This is an optimization exercise on Yosys and OpenROAD, whose aim is small area, not a production implementation. The RTL was checked by simulation tests, not by an equivalence proof against the original design.

== delta ==
Design goertzel_bin_scheduler, start of the top module:
module goertzel_bin_scheduler #(
  parameter int X_WIDTH      = 16,
  parameter int W_WIDTH      = 16,
  parameter int CHANELS      = 2,
  parameter int FRAME_LENGTH = 64,
  parameter int N_BINS       = 4,
  localparam int BW = (N_BINS > 1) ? $clog2(N_BINS) : 1,
  localparam int XW = CHANELS * X_WIDTH
) (
  input  logic                      clk,
  input  logic                      rstn,
  input  logic                      s_valid,
  output logic                      s_ready,
  input  logic [XW-1:0]             s_x,
  input  logic                      cfg_we,
  input  logic [BW-1:0]             cfg_bin,
  input  logic signed [W_WIDTH-1:0] cfg_w_re,
  input  logic signed [W_WIDTH-1:0] cfg_w_im,
  output logic                      eng_valid,
  output logic [XW-1:0]             eng_x,
  output logic signed [W_WIDTH-1:0] eng_w_re,
  output logic signed [W_WIDTH-1:0] eng_w_im,
  input  logic                      eng_valid_o,
  output logic                      res_valid,
  output logic [BW-1:0]             res_bin,
  output logic                      res_last,
  output logic                      busy,
  output logic                      seq_err
);
  localparam int AW = $clog2(FRAME_LENGTH);
  localparam logic [AW-1:0] LAST_IDX = AW'(FRAME_LENGTH - 1);
  localparam logic [BW-1:0] LAST_BIN = BW'(N_BINS - 1);
  logic                      run;       
  logic                      drain;     
  logic                      fill;
  logic [AW-1:0]             cnt;       
  logic [BW-1:0]             bin;
  logic [XW-1:0]             sr [FRAME_LENGTH];
  ...
export LEC_CHECK = 0
export CAP_MARGIN = 20
export CORE_MARGIN = 2
export CORE_UTILIZATION = 70
export CTS_BUF_LIST = sky130_fd_sc_hd__clkbuf_4
export SLEW_MARGIN = 20
create_clock -name core_clock -period 6.5 [get_ports {clk}]
run.sh (not shown) runs the stock make flow with config.mk's settings and CLKGATE_MAP_FILE= SYNTH_SCRIPT=/design/flow/synth_recipe.tcl, a recipe that flattens the netlist after the stock synthesis.
### delta -> sierra
Settings: CORE_UTILIZATION changed from 70 to 40; CTS_BUF_LIST removed (was sky130_fd_sc_hd__clkbuf_4).
[summary]
Higher utilization goes to delta over sierra. sierra vs delta, startpoint of the worst setup timing path: s_valid vs run. On clock transition at the register clock pins on the worst setup and hold paths after CTS, sierra and delta are basically level. sierra vs delta: hold slack down.
What harbor does differently from sierra at the input level:
Settings: CORE_UTILIZATION: 40 -> 70; CTS_CLUSTER_SIZE: unset -> 20; CTS_BUF_LIST: unset -> sky130_fd_sc_hd__clkbuf_8.
Results
Between harbor and sierra, the wire length of the first global-routing pass is higher for sierra. harbor vs sierra on critical path depth: harbor is the lower one. Compared with sierra, area of placed instances in harbor decreased slightly. Re post-place setup slack: harbor and sierra aren't equal, and the higher value belongs to harbor. sierra → harbor: synthesized cell count held steady, maximum vdd drop has increased. Route | harbor vs sierra | wire shorter in harbor. Summary of the comparison: time the worst path needs with I/O delays and setup is lower in harbor, relative to sierra. Across both runs, placeable core area was lower for harbor than for sierra.

========
## the reference run
Another version of the RTL of goertzel_bin_scheduler (not shown whole).
For scale: about 4900 cells after synthesis, about 59000 µm² of cells after synthesis.
## goertzel_bin_scheduler
module goertzel_bin_scheduler #(
  parameter int X_WIDTH      = 16,
  parameter int W_WIDTH      = 16,
  parameter int CHANELS      = 2,
  parameter int FRAME_LENGTH = 64,
  parameter int N_BINS       = 4,
  localparam int BW = (N_BINS > 1) ? $clog2(N_BINS) : 1,
  localparam int XW = CHANELS * X_WIDTH
) (
  input  logic                      clk,
  input  logic                      rstn,
  input  logic                      s_valid,
  output logic                      s_ready,
  input  logic [XW-1:0]             s_x,
  input  logic                      cfg_we,
  input  logic [BW-1:0]             cfg_bin,
  input  logic signed [W_WIDTH-1:0] cfg_w_re,
  input  logic signed [W_WIDTH-1:0] cfg_w_im,
  output logic                      eng_valid,
  output logic [XW-1:0]             eng_x,
  output logic signed [W_WIDTH-1:0] eng_w_re,
  output logic signed [W_WIDTH-1:0] eng_w_im,
  input  logic                      eng_valid_o,
  output logic                      res_valid,
  output logic [BW-1:0]             res_bin,
  output logic                      res_last,
  output logic                      busy,
  output logic                      seq_err
);
==> flow/config.mk <==
export PLATFORM = sky130hd
export DESIGN_NAME = goertzel_bin_scheduler
export DESIGN_NICKNAME = goertzel_bin_scheduler
export VERILOG_FILES = /design/flow/design.v
export SDC_FILE = /design/flow/constraint.sdc
export NUM_CORES = 4
export LEC_CHECK = 0
export ABC_AREA = 1
export CAP_MARGIN = 20
export CORE_MARGIN = 2
export CORE_UTILIZATION = 70
export CTS_BUF_LIST = sky130_fd_sc_hd__clkbuf_8
export CTS_CLUSTER_DIAMETER = 50
export CTS_CLUSTER_SIZE = 16
export SLEW_MARGIN = 20
==> flow/constraint.sdc <==
create_clock -name core_clock -period 6.5 [get_ports {clk}]
set_input_delay 1.3000 -clock core_clock [delete_from_list [all_inputs] [get_ports {clk}]]
set_output_delay 1.3000 -clock core_clock [all_outputs]
set_load 0.01 [all_outputs]
standard.sh (not shown) runs the stock make flow with config.mk's settings and CLKGATE_MAP_FILE= SYNTH_SCRIPT=/design/flow/synth_recipe.tcl, a recipe that flattens the netlist after the stock synthesis.
==> flow/flow/run.sh <==
#!/bin/bash
# Standard ORFS layout, with the port buffers made from the smallest buffer
# cell (sky130_fd_sc_hd__buf_1) instead of the resizer's default choice.
set -e
export BUFFER_PORTS_ARGS="-buffer_cell sky130_fd_sc_hd__buf_1"
bash standard.sh > standard.log 2>&1
diff inputs: the reference run => the trial run
==> flow/run.sh (new file) <==
#!/bin/bash
# synth_recipe.tcl (not shown) runs the flow's synth.tcl, then flattens the netlist and writes it again
# the make line also repeats each setting of config.mk as NAME=value (left out here)
make -C /OpenROAD-flow-scripts/flow DESIGN_CONFIG=/design/flow/config.mk WORK_HOME=/design/flow/orfs CLKGATE_MAP_FILE= SYNTH_SCRIPT=/design/flow/synth_recipe.tcl finish
removed: flow/flow/run.sh
removed: flow/standard.sh
==> run notes <==
The trial run has routed wire length above what the reference run had.
Between the trial run and the reference run, the worst-case setup margin in the final layout is higher for the reference run.
When the trial run is set beside the reference run, its number of buffers outside the clock class in the layout turns out to be 0.61% larger.

## separate check: timing with driven ports
Ports are ideal in the flow. The routed layouts listed here were re-timed in OpenROAD. Step 1 assumes that a clkbuf_16 drives the clock port and a buf_2 every other input. Step 2 also shifts input and output timing later by t, the mid clock arrival at the registers, as if the neighbouring blocks saw the same clock. Three values: ideal ports, drivers, drivers and shift; two values: the first two.
| run | t (ns) | setup slack, ns | worst setup path at the end |
|---|---|---|---|
| delta | 1.187 | 2.190 / 2.120 / 2.180 | input to register |
| sierra | 0.877 | 2.382 / 2.432 / 1.555 | input to register |
| harbor | 0.968 | 2.414 / 2.343 / 2.182 | input to register |
| the reference run | 0.871 | 2.246 / 2.184 / 3.046 | input to register |
| the trial run | 0.889 | 2.042 / 1.982 / 2.677 | input to output |
After both steps setup and hold are still met in every run listed. For sierra, which loses most, drivers alone change the setup slack by +0.050 ns; drivers and shift together by -0.827 ns.
